This is an optimization exercise on Yosys and OpenROAD, whose aim is small area, a short achievable clock period and few clock cycles per item, not a production implementation.
No functional check of the RTL was part of any run shown here.

==> flow/design.v, too long to show whole: its modules and the start of the top module <==
// module mspc_cfg_regs: 41 lines
// module mspc_inc_pi: 22 lines
// module mspc_shape: 28 lines
// module mspc_mul3: 1385 lines
// module motor_speed_pi_pid_control_core: 209 lines
module motor_speed_pi_pid_control_core #(
    parameter int SAMPLE_WIDTH   = 16,
    parameter int GAIN_FRAC_BITS = 8,
    parameter int ACC_WIDTH      = 48
) (
    input  wire logic                                   i_clk,
    input  wire logic                                   i_rst_n,
    input  wire logic                                   i_s_axis_tvalid,
    output      logic                                   o_s_axis_tready,
    input  wire logic [((2*SAMPLE_WIDTH+1+7)/8)*8-1:0]  i_s_axis_tdata,
    output      logic                                   o_m_axis_tvalid,
    input  wire logic                                   i_m_axis_tready,
    output      logic [mspc_pkg::OUT_DATA_W-1:0]        o_m_axis_tdata,
    input  wire logic                                   i_cfg_we,
    input  wire logic [mspc_pkg::CFG_ADDR_W-1:0]        i_cfg_addr,
    input  wire logic [mspc_pkg::CFG_DATA_W-1:0]        i_cfg_wdata
);
  // ...
==> flow/run.sh <==
#!/bin/bash
# synth_recipe.tcl (not shown) runs the flow's synth.tcl, then flattens the netlist and writes it again
# the make line also repeats each setting of config.mk as NAME=value (left out here)
make -C /OpenROAD-flow-scripts/flow DESIGN_CONFIG=/design/flow/config.mk WORK_HOME=/design/flow/orfs CLKGATE_MAP_FILE= SYNTH_SCRIPT=/design/flow/synth_recipe.tcl finish
==> flow/config.mk <==
export PLATFORM = sky130hd
export DESIGN_NAME = motor_speed_pi_pid_control_core
export DESIGN_NICKNAME = motor_speed_pi_pid_control_core
export VERILOG_FILES = /design/flow/design.v
export SDC_FILE = /design/flow/constraint.sdc
export NUM_CORES = 4
export LEC_CHECK = 0
export CAP_MARGIN = 20
export CORE_MARGIN = 2
export CORE_UTILIZATION = 40
export PLACE_DENSITY = 0.6
export SLEW_MARGIN = 20
==> flow/constraint.sdc <==
create_clock -name core_clock -period 20.0 [get_ports {i_clk}]
set_input_delay 4.0000 -clock core_clock [delete_from_list [all_inputs] [get_ports {i_clk}]]
set_output_delay 4.0000 -clock core_clock [all_outputs]
set_load 0.01 [all_outputs]
==> impl_metrics.yaml, run 1 <==
placement:
  port_buffers: 75
  dp.cells: 7272
  dp_hpwl_mm: 120
run_status:
  status: "timing/DRC/antenna clean"
die:
  rows: 124
  core_area_um2: 114000
  die-height_um: 344
critical_path:
  required_ps: 20340
  r2r_start: "u_cfg.o_mode"
  max_stage_delay_ps: 860
global_routing:
  antenna_found_initial: 1
  grt_max_degree: 126
  grt_pass1_wl_mm: 245
  grt_busiest_layer: "met2"
  grt.met1_usage: 0.370
logic_synthesis:
  async_flop_share: 0
  synthSimpleGateAreaFrac: 0.178
  muxShareOfSynthArea: 0.0229
final_layout:
  num-multi-input-gates: 4678
  synthToLayoutAreaGrowth_pct: 6.50
  n_all_inverters: 545
  nClkBuffers: 56
  clock_area_frac: 0.0287
  fin_nets: 6473
cts:
  htree_levels: 2
timing:
  hold_violations: 0
  period_minus_slack_ps: 12210
drt:
  wl_met1_mm: 68.8
  top_layer_used: "met5"
==> inputs of run 2 (changes only) <==
--- a/flow/config.mk
+++ b/flow/config.mk
@@ -5,6 +5,7 @@
 export SDC_FILE = /design/flow/constraint.sdc
 export NUM_CORES = 4
 export LEC_CHECK = 0
+export ABC_AREA = 1
 export CAP_MARGIN = 20
 export CORE_MARGIN = 2
 export CORE_UTILIZATION = 40
==> impl_metrics.yaml, run 2 <==
timing:
  fin_skew_ps: 30.8
  period_share: 0.597
  tightest_slew_ps: 1130
  tns_ps: 0
  rsz0062_at_grt: "false"
  period_minus_slack_ps: 11930
  hold-worst-slack_ps: 437
  drv_slew: 0
  clock.fmax_mhz: 83.8
  relSlewSlack: 0.237
  setup_violations: 0
  hold_violations: 0
final_layout:
  final_area_um2: 44000
  layout_common_cells: "inv_1, nand2_1, xor2_1, nor2_1, fa_1"
  fin_nets: 5858
  num_antenna_cells: 0
  largest_reg_flops: 48
  layout-drive-gt1-share: 0.0463
  regMostFlops: "u_inc.o_acc"
  synthToLayoutAreaGrowth_pct: 7.75
  layout_commonest_cell: "inv_1"
  top_regs: "u_inc.o_acc: 48 flops, r2_s: 34 flops, r1_diff: 18 flops"
logic_synthesis:
  synth_top_area_cell: "fa_1"
  ys.warnings.count: 3
  synth_seq_cells: 339
  synthesis.area_um2: 40800
  seq_area_frac_synth: 0.197
  yosys-top-cells-area: "fa_1, xor2_1, dfxtp_1"
  ys_types: 62
  synth_common_cells: "inv_1, nand2_1, xor2_1"
  synth_flop_cell: "dfxtp_1"
  async_flop_share: 0
  synth_edf_count: 124
  synth_top_area_share: 0.204
  syn-instance-count: 5247
  synth_most_common_cell: "inv_1"
  syn_avg_cell_area_um2: 7.77
critical_path:
  cp_common_cell: "fa_1"
  arrival_ps: 12250
  r2r_start: "u_cfg.o_mode"
  cp_max_fo: 68
  endpoint: "r2_s[29]"
  r2r_slack_ps: 8070
  start_kind: "flop"
  required_ps: 20320
  max_stage_delay_ps: 710
  cp-end-kind: "flop"
  r2r_end: "r2_s[29]"
  worstSetupStartpoint: "u_cfg.o_mode"
  worstSetupPathType: "flop to flop"
  cp_slowest_cell: "buf_4"
  rr_worst_depth: 36
drt:
  drt_iter0_markers: 3841
  wl_mm: 138
  dr.pass1.iters: 8
  drtAntennaViolNets: 0
  via_per_inst: 5.46
  wl_per_cell_um: 21.0
  route.detailed.drc: 0
  vias: 36010
placement:
  dp_hpwl_mm: 108
  gp_congestion: 0.990
  placed_cell_area_um2: 42600
  port_buffers: 75
die:
  ioPinCount: 90
  fp.dieW_um: 323
  core_area_um2: 101000
  die-height_um: 323
  initial_core_util: 0.402
  rows: 117
  die_area_um2: 105000
cts:
  htree_levels: 2
  ctsResizeCount: 0
  root_buffer: "clkbuf_16"
  holdBufCountCts: 0
  numCtsBuffers: 40
  cts_tree: "done"
  clock_path_buffers: 3
  post_cts_buffers: 0
  path_clk_slew_ps: 60
  cts_sinks: 339
  insertion_delay_ps: 580
global_routing:
  grt_pass1_wl_mm: 212
  gr-total-overflow: 0
  grt_pass1_vias: 35542
  grt_max_degree: 97
  grt.total_usage: 0.264
  antenna_found_initial: 0
min_path:
  holdCritPathClass: "flop to flop"
run_status:
  status: "timing/DRC/antenna clean"
flow_run:
  cap_violations: 0
[run 2: changes by cell type in the layout (fill, tap and decap cells not counted), moves of 110 or more]
cell,previous run,this run
a22oi_1,200,0
xor2_1,54,494
a21oi_1,405,295
o22ai_1,2,363
nand2_1,922,770
a21boi_0,165,11
inv_1,541,782
nor3_1,146,31
o21ai_0,533,365
xnor2_1,172,41
[run 2: cell type report]
cell class	instances	area (um^2)
clock buffers	57	1090
clock inverters	16	179
fillers	10347	57500
inverters	815	3070
multi-input cells	3860	28600
flip-flops and latches	339	8030
well taps	1368	1710
repair buffers	136	1230
[run 2: routing by layer]
metal | vias to the layer above | global-route usage | part of all wire
met2 | 1503 | 0.433 | 0.46
li1 | 16926 | - | -
met5 | - | 0 | 0
met1 | 17268 | 0.342 | 0.42
met4 | 0 | 0.109 | 0.047
met3 | 313 | 0.0483 | 0.082
[run 2: worst min path at each step]
stage,start,to,slack [ps],depth (start not counted)
after global routing,r1_run,r2_run,430,0
after global placement,r1_run,r2_run,410,0
after CTS,r1_run,r2_run,430,0
after floorplan,r1_run,r2_run,400,0
final,r1_run,r2_run,440,0
after detailed placement,r1_run,r2_run,410,0
[run 2: worst max-delay path: cells and delay by family, from the launching register on]
kind	cells	cell delay, ps
and+or+nand+nor	6	920
muxes	1	320
AOI/OAI and AO/OA	4	1270
buffers and inverters	6	1830
xor gates and xnor gates	2	200
DFF	1	340
adders and majority gates	17	6700
[run 2: cell families after synthesis]
kind of cell             Yosys count  synth area share
XOR/XNOR                         536             0.115
other                              1         0.0000919
flip-flops                       339             0.197
buffers and inverters           1054             0.103
multiplexers                      18           0.00482
AND/OR/NAND/NOR                 1566             0.161
adder cells (fa/ha/maj)          602             0.261
AO/OA/AOI/OAI                   1131             0.158
[run 2: through the flow]
stage | cells | util | setup WS (ps)
global route | 6591 | 0.433 | 7510
finish | 6591 | 0.433 | 8070
floorplan | 5253 | - | 10410
CTS | 6589 | 0.433 | 8170
global placement | 6516 | 0.420 | 8220
detailed placement | 6516 | 0.420 | 8180

-- port drivers added, routing unchanged --
The flow's constraints put no driver on any port. The routed layouts listed below were extracted and timed again, unchanged, in two steps.
Step 1, drivers: a clkbuf_16 drives i_clk and a buf_2 each remaining input, both assumed.
Step 2, shift: input delay + t, output delay - t, t = (earliest + latest rising clock arrival at the registers) / 2. This alone moves slack from input paths to output paths.
a / b / c = ideal / step 1 / step 2; a / b = the first two.
run	t (ns)	slack for setup (ns)	worst hold slack (ns)	worst register clock-pin slew, ns	cell pins on the clock port's net
run 1	0.669	7.786 / 7.786 / 7.786	0.463 / 0.463 / 0.463	0.06 / 0.06	1
run 2	0.643	8.067 / 8.067 / 8.067	0.437 / 0.437 / 0.437	0.07 / 0.07	1
After both steps setup and hold are still met in every run listed.
